What follows belongs to an exercise in optimizing a design on an open flow for small area, a short achievable clock period and few clock cycles; a production flow would make more cautious choices. No functional check of the RTL was part of this run. Power figures rest on the tool's default switching activity, not on a simulated workload.

`flow/run.sh`:
```
#!/bin/bash
# synth_recipe.tcl (not shown) runs the flow's synth.tcl, then flattens the netlist and writes it again
# the make line also repeats each setting of config.mk as NAME=value (left out here)
make -C /OpenROAD-flow-scripts/flow DESIGN_CONFIG=/design/flow/config.mk WORK_HOME=/design/flow/orfs CLKGATE_MAP_FILE= SYNTH_SCRIPT=/design/flow/synth_recipe.tcl finish
```
`flow/config.mk`:
```
export PLATFORM = sky130hd
export DESIGN_NAME = cpu
export DESIGN_NICKNAME = cpu
export VERILOG_FILES = /design/flow/design.v
export SDC_FILE = /design/flow/constraint.sdc
export NUM_CORES = 4
export LEC_CHECK = 0
export CAP_MARGIN = 20
export CORE_MARGIN = 2
export CORE_UTILIZATION = 55
export CTS_BUF_LIST = sky130_fd_sc_hd__clkbuf_8
export CTS_CLUSTER_DIAMETER = 50
export CTS_CLUSTER_SIZE = 16
export SETUP_SLACK_MARGIN = 2.6
export SLEW_MARGIN = 20
```
`flow/constraint.sdc`:
```
create_clock -name core_clock -period 6.5 [get_ports {i_clk}]
set_input_delay 1.3000 -clock core_clock [delete_from_list [all_inputs] [get_ports {i_clk}]]
set_output_delay 1.3000 -clock core_clock [all_outputs]
set_load 0.01 [all_outputs]
```
`flow/design.v`:
```
package cpu_pkg;
	typedef logic [8-1:0] byte_t;
	typedef logic [8-1:0] addr_t;
	typedef enum logic [4-1:0] {
		REG0 = 4'd0,
		REG1 = 4'd1,
		REG2 = 4'd2,
		REG3 = 4'd3,
		REG4 = 4'd4,
		REG5 = 4'd5,
		REG6 = 4'd6,
		REG7 = 4'd7,
		D_IN = 4'd8,
		RAX = 4'd9,
		RFL = 4'd10,
		RAM = 4'd11,
		RIP = 4'd12,
		RIP_1 = 4'd13,
		ZERO = 4'd14
	} bus_sel_t;
	typedef enum logic [4:0] {
		LOAD_ADDR,
		LOAD_ADDR_WAIT,
		LOAD_DATA,
		LOAD_DATA_WAIT,
		PRE_EXECUTE,
		FETCH,
		INC_RIP,
		EX_HALT,
		EX_NOOP,
		EX_JUMP,
		EX_MATH,
		EX_LDFM,
		EX_LDFI,
		EX_CPFR,
		EX_STOM,
		EX_JINZ,
		EX_JIEQ,
		EX_JILT,
		EX_JIGT
	} state_t;
	typedef enum logic [8-1:0] {
		HALT = 8'h00,
		NOOP = 8'h01,
		JUMP = 8'h03,
		MATH = 8'h04,
		LDFM = 8'h05,
		LDFI = 8'h06,
		CPFR = 8'h08,
		STOM = 8'h09,
		JINZ = 8'h0a,
		JIEQ = 8'h0b,
		JILT = 8'h0c,
		JIGT = 8'h0d
	} opcode_t;
	typedef enum logic [2:0] {
		ADD = 3'd0,
		SUB = 3'd1,
		AND = 3'd2,
		OR = 3'd3,
		XOR = 3'd4,
		PASS_B = 3'd5
	} alu_op_t;
	typedef struct packed {
		logic carry;
		logic equal;
		logic less_than;
		logic zero;
		logic undefined;
		logic [2:0] spare;
	} flags_t;
	typedef struct packed {
		bus_sel_t sel;
		logic load_addr;
		logic load_rip;
		logic load_alu;
		logic load_rax;
		logic write_ram;
		logic [8-1:0] load_reg;
	} ctrl_t;
	typedef struct packed {
		byte_t [8-1:0] regs;
		byte_t rax;
		flags_t rfl;
		byte_t rip;
	} arch_state_t;
endpackage
module ram (
	input  logic i_clk,
	input  logic [39:0] i_rows,
	input  logic [2:0] i_lo,
	input  cpu_pkg::addr_t i_waddr,
	input  cpu_pkg::byte_t i_wdata,
	input  logic i_write,
	output cpu_pkg::byte_t o_w0,
	output cpu_pkg::byte_t o_w1,
	output cpu_pkg::byte_t o_w2,
	output cpu_pkg::byte_t o_w3,
	output cpu_pkg::byte_t o_w4
);
	cpu_pkg::byte_t bank0 [32];
	cpu_pkg::byte_t bank1 [32];
	cpu_pkg::byte_t bank2 [32];
	cpu_pkg::byte_t bank3 [32];
	cpu_pkg::byte_t bank4 [32];
	cpu_pkg::byte_t bank5 [32];
	cpu_pkg::byte_t bank6 [32];
	cpu_pkg::byte_t bank7 [32];
	cpu_pkg::byte_t q [8];
	assign q[0] = bank0[i_rows[4:0]];
	assign q[1] = bank1[i_rows[9:5]];
	assign q[2] = bank2[i_rows[14:10]];
	assign q[3] = bank3[i_rows[19:15]];
	assign q[4] = bank4[i_rows[24:20]];
	assign q[5] = bank5[i_rows[29:25]];
	assign q[6] = bank6[i_rows[34:30]];
	assign q[7] = bank7[i_rows[39:35]];
	assign o_w0 = q[i_lo];
	assign o_w1 = q[3'(i_lo + 3'd1)];
	assign o_w2 = q[3'(i_lo + 3'd2)];
	assign o_w3 = q[3'(i_lo + 3'd3)];
	assign o_w4 = q[3'(i_lo + 3'd4)];
	always_ff @(posedge i_clk) begin
		if (i_write) begin
			case (i_waddr[2:0])
				3'd0: bank0[i_waddr[7:3]] <= i_wdata;
				3'd1: bank1[i_waddr[7:3]] <= i_wdata;
				3'd2: bank2[i_waddr[7:3]] <= i_wdata;
				3'd3: bank3[i_waddr[7:3]] <= i_wdata;
				3'd4: bank4[i_waddr[7:3]] <= i_wdata;
				3'd5: bank5[i_waddr[7:3]] <= i_wdata;
				3'd6: bank6[i_waddr[7:3]] <= i_wdata;
				default: bank7[i_waddr[7:3]] <= i_wdata;
			endcase
		end
	end
endmodule
module cpu (
	input  logic i_clk,
	input  logic i_reset,
	input  logic i_load_addr,
	input  logic i_load_data,
	input  logic i_execute,
	input  cpu_pkg::byte_t i_data_in,
	output cpu_pkg::byte_t o_data_out,
	output logic o_waiting
);
	logic run;
	logic waiting;
	cpu_pkg::byte_t regs [8];
	cpu_pkg::byte_t rax;
	cpu_pkg::byte_t rfl;
	cpu_pkg::byte_t pa;
	logic [39:0] prows;
	logic [2:0] plo;
	logic e_math, e_ldfm, e_ldfi, e_cpfr, e_stom;
	cpu_pkg::byte_t e_x, e_y, e_r2, e_r3;
	logic la_q;
	cpu_pkg::byte_t din_q;
	cpu_pkg::byte_t haddr;
	cpu_pkg::byte_t dout;
	cpu_pkg::byte_t b0, b1, b2, b3, b4;
	cpu_pkg::byte_t waddr;
	cpu_pkg::byte_t wdata;
	logic write;
	assign o_data_out = dout;
	assign o_waiting = waiting;
	ram u_ram (
		.i_clk(i_clk),
		.i_rows(prows),
		.i_lo(plo),
		.i_waddr(waddr),
		.i_wdata(wdata),
		.i_write(write),
		.o_w0(b0),
		.o_w1(b1),
		.o_w2(b2),
		.o_w3(b3),
		.o_w4(b4)
	);
	function automatic [42:0] rows_of(input [7:0] a);
		logic [4:0] hi, hi1;
		hi = a[7:3];
		hi1 = a[7:3] + 5'd1;
		rows_of[2:0] = a[2:0];
		for (int b = 0; b < 8; b++) begin
			rows_of[3 + 5 * b +: 5] = (3'(b) < a[2:0]) ? hi1 : hi;
		end
	endfunction
	cpu_pkg::byte_t op, x, y, op3, x3;
	assign op = b0;
	assign x = b1;
	assign y = b2;
	assign op3 = b3;
	assign x3 = b4;
	logic is_noop, is_jump, is_math, is_ldfm, is_ldfi, is_cpfr, is_stom;
	logic is_jinz, is_jieq, is_jilt, is_jigt, is_halt;
	assign is_noop = (op == 8'h01);
	assign is_jump = (op == 8'h03);
	assign is_math = (op == 8'h04);
	assign is_ldfm = (op == 8'h05);
	assign is_ldfi = (op == 8'h06);
	assign is_cpfr = (op == 8'h08);
	assign is_stom = (op == 8'h09);
	assign is_jinz = (op == 8'h0a);
	assign is_jieq = (op == 8'h0b);
	assign is_jilt = (op == 8'h0c);
	assign is_jigt = (op == 8'h0d);
	assign is_halt = !(is_noop || is_jump || is_math || is_ldfm || is_ldfi ||
		is_cpfr || is_stom || is_jinz || is_jieq || is_jilt || is_jigt);
	cpu_pkg::byte_t pa1, pa2, pa3, pa5;
	assign pa1 = pa + 8'd1;
	assign pa2 = pa + 8'd2;
	assign pa3 = pa + 8'd3;
	assign pa5 = pa + 8'd5;
	logic [8:0] sum, diff;
	cpu_pkg::byte_t r0;
	assign r0 = regs[0];
	assign sum = {1'b0, rax} + {1'b0, r0};
	assign diff = {1'b0, rax} - {1'b0, r0};
	logic known;
	cpu_pkg::byte_t alu_res;
	logic alu_carry;
	always_comb begin
		known = (e_x[6:3] == 4'd0);
		alu_carry = 1'b0;
		case (e_x[2:0])
			3'd0: begin alu_res = sum[7:0]; alu_carry = sum[8]; end
			3'd1: begin alu_res = diff[7:0]; alu_carry = diff[8]; end
			3'd2: alu_res = rax & r0;
			3'd3: alu_res = rax | r0;
			3'd4: alu_res = rax ^ r0;
			3'd5: alu_res = r0;
			default: begin alu_res = 8'd0; known = 1'b0; end
		endcase
		if (!known) begin
			alu_res = 8'd0;
			alu_carry = 1'b0;
		end
	end
	cpu_pkg::byte_t alu_flags;
	assign alu_flags = {alu_carry, rax == r0, diff[8], alu_res == 8'd0, !known, 3'b000};
	logic f_equal, f_less, f_zero;
	assign f_equal = e_math ? alu_flags[6] : rfl[6];
	assign f_less = e_math ? alu_flags[5] : rfl[5];
	assign f_zero = e_math ? alu_flags[4] : rfl[4];
	logic [3:0] opl;
	assign opl = op[3:0];
	logic c_jinz, c_jieq, c_jilt, c_jigt;
	assign c_jinz = !f_zero;
	assign c_jieq = f_equal;
	assign c_jilt = f_less;
	assign c_jigt = !(f_equal || f_less);
	logic fuse, br3, tk3;
	assign br3 = (op3 == 8'h03) || (op3 == 8'h0a) || (op3 == 8'h0b) ||
		(op3 == 8'h0c) || (op3 == 8'h0d);
	assign tk3 = (op3 == 8'h03) || (op3 == 8'h0a && c_jinz) || (op3 == 8'h0b && c_jieq) ||
		(op3 == 8'h0c && c_jilt) || (op3 == 8'h0d && c_jigt);
	assign fuse = (opl == 4'h6 || opl == 4'h8) && br3;
	logic n_x, n_y, n_p1, n_p2, n_p3, n_x3, n_p5;
	assign n_x3 = fuse && tk3;
	assign n_p5 = fuse && !tk3;
	assign n_x = (opl == 4'h3) || (opl == 4'ha && c_jinz) || (opl == 4'hb && c_jieq) ||
		(opl == 4'hc && c_jilt) || (opl == 4'hd && c_jigt);
	assign n_y = (opl == 4'h5);
	assign n_p1 = (opl == 4'h1);
	assign n_p2 = (opl == 4'h4) || (opl == 4'ha && !c_jinz) || (opl == 4'hb && !c_jieq) ||
		(opl == 4'hc && !c_jilt) || (opl == 4'hd && !c_jigt);
	assign n_p3 = ((opl == 4'h6 || opl == 4'h8) && !br3) || opl == 4'h9 ||
		!(opl == 4'h1 || opl == 4'h3 || opl == 4'h4 || opl == 4'h5 || opl == 4'h6 ||
		opl == 4'h8 || opl == 4'ha || opl == 4'hb || opl == 4'hc || opl == 4'hd);
	cpu_pkg::byte_t st_off;
	logic conflict;
	assign st_off = e_y - pa;
	assign conflict = e_stom && (st_off < 8'd5);
	cpu_pkg::byte_t pa_next;
	logic [42:0] win_next;
	always_comb begin
		pa_next = ({8{n_x}} & x) | ({8{n_p1}} & pa1) | ({8{n_p2}} & pa2) |
			({8{n_y || n_p3}} & pa3) | ({8{n_x3}} & x3) | ({8{n_p5}} & pa5);
		win_next = ({43{n_x}} & rows_of(x)) | ({43{n_y}} & rows_of(y)) |
			({43{n_p1}} & rows_of(pa1)) | ({43{n_p2}} & rows_of(pa2)) |
			({43{n_p3}} & rows_of(pa3)) | ({43{n_x3}} & rows_of(x3)) |
			({43{n_p5}} & rows_of(pa5));
	end
	function automatic [7:0] src_val(input [7:0] code, input [7:0] r0, input [7:0] r1,
			input [7:0] r2, input [7:0] r3, input [7:0] r4, input [7:0] r5,
			input [7:0] r6, input [7:0] r7, input [7:0] d, input [7:0] a,
			input [7:0] f, input [7:0] yy, input [7:0] p2, input [7:0] p3);
		if (code[7:4] != 4'd0) begin
			src_val = 8'd0;
		end else begin
			case (code[3:0])
				4'd0: src_val = r0;
				4'd1: src_val = r1;
				4'd2: src_val = r2;
				4'd3: src_val = r3;
				4'd4: src_val = r4;
				4'd5: src_val = r5;
				4'd6: src_val = r6;
				4'd7: src_val = r7;
				4'd8: src_val = d;
				4'd9: src_val = a;
				4'd10: src_val = f;
				4'd11: src_val = yy;
				4'd12: src_val = p2;
				4'd13: src_val = p3;
				default: src_val = 8'd0;
			endcase
		end
	endfunction
	cpu_pkg::byte_t src_x, src_y;
	assign src_x = src_val(e_x, regs[0], regs[1], regs[2], regs[3], regs[4], regs[5],
		regs[6], regs[7], din_q, rax, rfl, e_y, e_r2, e_r3);
	assign src_y = src_val(e_y, regs[0], regs[1], regs[2], regs[3], regs[4], regs[5],
		regs[6], regs[7], din_q, rax, rfl, e_y, e_r2, e_r3);
	logic wr_en;
	cpu_pkg::byte_t wr_val;
	assign wr_en = e_ldfi || e_cpfr || e_ldfm;
	always_comb begin
		if (e_ldfm) wr_val = b0;
		else if (e_ldfi) wr_val = e_y;
		else wr_val = src_y;
	end
	assign write = e_stom;
	assign waddr = e_y;
	assign wdata = src_x;
	always_ff @(posedge i_clk) begin
		din_q <= i_data_in;
		dout <= b0;
		if (la_q) haddr <= din_q;
		if (run) begin
			e_x <= x;
			e_y <= y;
			e_r2 <= pa2;
			e_r3 <= pa3;
		end else begin
			e_x <= 8'd8;
			e_y <= haddr;
		end
		if (i_reset) begin
			run <= 1'b0;
			waiting <= 1'b1;
			la_q <= 1'b0;
			for (int i = 0; i < 8; i++) regs[i] <= 8'd0;
			rax <= 8'd0;
			rfl <= 8'd0;
			e_math <= 1'b0;
			e_ldfm <= 1'b0;
			e_ldfi <= 1'b0;
			e_cpfr <= 1'b0;
			e_stom <= 1'b0;
			pa <= i_data_in;
			{prows, plo} <= rows_of(i_data_in);
		end else begin
			la_q <= i_load_addr;
			for (int i = 0; i < 8; i++) begin
				if (wr_en && e_x == 8'(i)) regs[i] <= wr_val;
			end
			if (wr_en && e_x == 8'd9) rax <= wr_val;
			if (e_math) begin
				rax <= alu_res;
				rfl <= alu_flags;
			end
			if (!run) begin
				if (i_execute) begin
					run <= 1'b1;
					waiting <= 1'b0;
					e_stom <= 1'b0;
					pa <= 8'd0;
					{prows, plo} <= '0;
				end else begin
					e_stom <= i_load_data;
					pa <= i_data_in;
					{prows, plo} <= rows_of(i_data_in);
				end
			end else if (e_ldfm || conflict) begin
				e_math <= 1'b0;
				e_ldfm <= 1'b0;
				e_ldfi <= 1'b0;
				e_cpfr <= 1'b0;
				e_stom <= 1'b0;
				{prows, plo} <= rows_of(pa);
			end else begin
				e_math <= is_math;
				e_ldfm <= is_ldfm;
				e_ldfi <= is_ldfi;
				e_cpfr <= is_cpfr;
				e_stom <= is_stom;
				pa <= pa_next;
				{prows, plo} <= win_next;
				if (is_halt) begin
					run <= 1'b0;
					waiting <= 1'b1;
				end
			end
		end
	end
endmodule
```
==> reports/qor.yml <==
placement:
  pre_cts_ws_ns: -0.0558
  dp_hpwl_mm: 227
  place_congestion: 1.12
  dpl_cell_area_um2: 104000
  portBuffers: 21
floorplanning:
  fp.dieW_um: 429
  io-pin-count: 22
  fp.coreArea_um2: 180000
  floorplan.initialDensity: 0.552
  die_h_um: 429
  row_count: 156
  die-area_um2: 184000
job:
  drv_cap: 0
cts:
  htree_levels: 4
  clock_latency_ns: 1.06
  clock-sinks: 2240
  cts_inserted_buffers: 196
  path_clk_slew_ns: 0.09
  cts_tree: "built"
  cts_root_buf: "clkbuf_8"
  hold_buffers: 0
  cts.path.max_buffers: 3
critical_path:
  critPathSlowestCell: "mux4_2"
  critPathTopFamily: "compound AO/OA/AOI/OAI gates"
  path_cells: "clkbuf_16 > mux4_2 > mux4_2 > mux2i_4 > buf_12 > nor2_4 > a221o_1 > a2111oi_4 > buf_6 > a21o_4 > buf_8 > mux2i_4 > o32ai_4 > buf_6 > a221o_1 > a221oi_4 > a31oi_4"
  critPathLaunchType: "flop"
  cp.required_ns: 7.35
  critPathBufInv: 5
  crit_path_end_kind: "flop"
  arrival_ns: 5.68
  cp_max_fo: 6
  max_stage_delay_ns: 0.52
  path_class: "flop to flop"
  r2r_setup_slack_ns: 1.68
  reg2reg_depth: 17
global_routing:
  gr-usage-all-layers: 0.375
  antenna_found_initial: 28
  grt_overflow_total: 0
  grt_pass1_wl_mm: 484
  grt_pass1_vias: 62119
  grt_max_degree: 169
timing:
  whs_ns: 0.455
  timing.final.hold_violations: 0
  worst_slack_ns: 1.68
  tightest_slew_ns: 1.23
  slew_violations: 0
  setup_tns_ns: 0
  grt_setup_unrepaired: "yes"
  skew_ns: 0.0490
  setup_violations: 0
  slew_headroom: 0.175
  fin_crit_sh: 0.742
  min_period_ns: 4.82
  max_freq_ghz: 0.207
power_and_ir_drop:
  p_total_mw: 64.7
  power-per-cell-area_nw_per_um2: 568
  ir_drop_v: 0.000643
  power.leakage_nw: 36.6
layout:
  final_area_um2: 114000
  fillers: 13405
  drive_gt1_frac: 0.240
  areaGrowthSynthToFinish_pct: 14.4
  nNetsFinal: 7217
route:
  via_per_inst: 6.78
  vias: 65561
  ant_nets: 0
  totalWireLength_mm: 351
  drt_iter0_drc: 9732
  post_drt_wl_per_cell_um: 36.3
  drcViolationCount: 0
  drt_pre_antenna_iters: 8
logic_synthesis:
  yosys.area.top_type: "edfxtp_1"
  synth-async-reset-ratio: 0
  ys_types: 90
  synth_top_area_frac: 0.628
  avgSynthCellArea_um2: 14.7
  ys_warn_count: 4
  synth-edff-count: 2080
  synth_common_cells: "edfxtp_1 (2080), nor2_1 (604), mux2i_1 (567)"
  yosysSeqAreaShare: 0.660
  synth_flop_cell: "edfxtp_1"
  synth_most_common_cell: "edfxtp_1"
  syn_inst: 6749
  synth_fp_nets: 6816
  ys_ff_latch: 2240
  synth_area_um2: 99500
  synthTopCellsByArea: "edfxtp_1 (63%), mux4_2 (7.5%), mux2i_1 (5.7%)"
outcome:
  status: "complete, no violations"
hold_path:
  hold_path_end: "e_y[0]"
  worstHoldPathType: "flop to flop"
  hp-start: "haddr[0]"
  min_path_cells: 2
==> layer usage <==
| metal | global-route usage | routed length (µm) | up-vias |
|---|---|---|---|
| li1 | - | - | 27102 |
| met1 | 0.514 | 135000 | 33420 |
| met2 | 0.539 | 152000 | 4063 |
| met3 | 0.102 | 38900 | 944 |
| met4 | 0.219 | 24600 | 32 |
| met5 | 0 | 205 | - |
==> layout make-up <==
type	instances	area, µm²	area share
Sequential cell	2240	65800	0.578
Clock inverter	131	1400	0.0123
Multi-Input combinational cell	4009	34200	0.301
Timing Repair Buffer	619	6250	0.0549
Clock buffer	203	2790	0.0246
Antenna cell	11	27.5	0.000242
Tap cell	2370	2970	0.0261
Inverter	84	352	0.00309
==> worst reg2reg max path, cell delays in order (launching register included) <==
cell       delay (ns)
dfxtp_4          0.41
clkbuf_16        0.17
mux4_2           0.49
mux4_2           0.52
mux2i_4          0.19
buf_12           0.16
nor2_4           0.03
a221o_1          0.32
a2111oi_4        0.22
buf_6            0.19
a21o_4           0.18
buf_8            0.13
mux2i_4          0.25
o32ai_4          0.17
buf_6            0.19
a221o_1          0.40
a221oi_4         0.35
a31oi_4          0.27
==> repair_timing <==
action	in CTS	in global routing
setup endpoints to repair	532	864
buffers inserted	143	115
gates cloned	12	5
pin swaps	64	90
gates resized for setup	335	261
hold endpoints to repair	0	0
==> worst max path at each step <==
stage / startpoint / to / slack (ns) / cells after the start
global route: flop / flop / 1.62 / 18
global placement: flop / flop / -0.14 / 15
finish: flop / flop / 1.68 / 17
CTS: flop / flop / 1.81 / 17
detailed placement: flop / flop / -0.06 / 15
floorplan: e_x[1] / u_ram.bank0[0][0] / 2.04 / 9
==> metrics by stage <==
stage	utilization	std cells
final	0.631	9667
after floorplan	-	6749
after detailed placement	0.577	9045
after global routing	0.631	9664
after global placement	0.577	9044
after CTS	0.618	9534
==> cell families after synthesis <==
family,count (synthesis),share of synthesized area
DFF,2240,0.660
and+or+nand+nor,1623,0.0731
AOI/OAI and AO/OA,1132,0.0781
muxes,949,0.138
buffers and inverters,501,0.0219
xor gates and xnor gates,250,0.0220
adders and majority gates,54,0.00702
==> layout by cell type, fill, tap and decap left out, types with 119 or more instances in the layout <==
cell type  netlist  layout
edfxtp_1      2080    2080
nor2_1         604     562
mux2i_1        567     560
nand2_1        508     468
buf_4           33     434
mux4_2         330     330
a22oi_1        239     235
a21oi_1        262     234
clkbuf_8         0     203
xnor2_1        187     174
o21ai_0        136     119
==> registers in the layout, indices dropped and copies added, names as in the netlist, 3 cells and up, named ones only <==
| signal | flops |
|---|---|
| rfl | 5 |
| e_x | 8 |
| u_ram.bank0 | 256 |
| dout | 8 |
| u_ram.bank6 | 256 |
| regs | 64 |
| e_r2 | 8 |
| u_ram.bank4 | 256 |
| rax | 8 |
| haddr | 8 |
| u_ram.bank5 | 256 |
| u_ram.bank2 | 256 |
| din_q | 8 |
| u_ram.bank1 | 256 |
| u_ram.bank7 | 256 |
| plo | 3 |
| pa | 8 |
| u_ram.bank3 | 256 |
| e_y | 8 |
| e_r3 | 8 |
==> power by group <==
part	internal [mW]	total, mW	switching (mW)
registers	19.2	20.0	0.794
clock network	3.80	8.85	5.06
logic	12.9	35.8	22.9

[re-timing with driven ports]
Ports are ideal in the flow. The routed layout listed here was re-timed in OpenROAD.
Step 1: set_driving_cell puts a clkbuf_16 on i_clk and a buf_2 on each other input, an assumption about the parent block.
Step 2 moves the port delays by t, midway between the first and last clock arrival at a register: inputs arrive t later, outputs are due t later. That takes back most of the time a late clock gives input paths.
Three values: ideal ports, drivers, drivers and shift; two values: the first two.
t, ns: 1.115
slack for setup (ns): 1.676 / 1.676 / 1.514
pins driven straight from the clock port: 1
After both steps setup and hold are still met in this run. For this run, drivers alone change the setup slack by 0.000 ns; drivers and shift together by -0.162 ns.
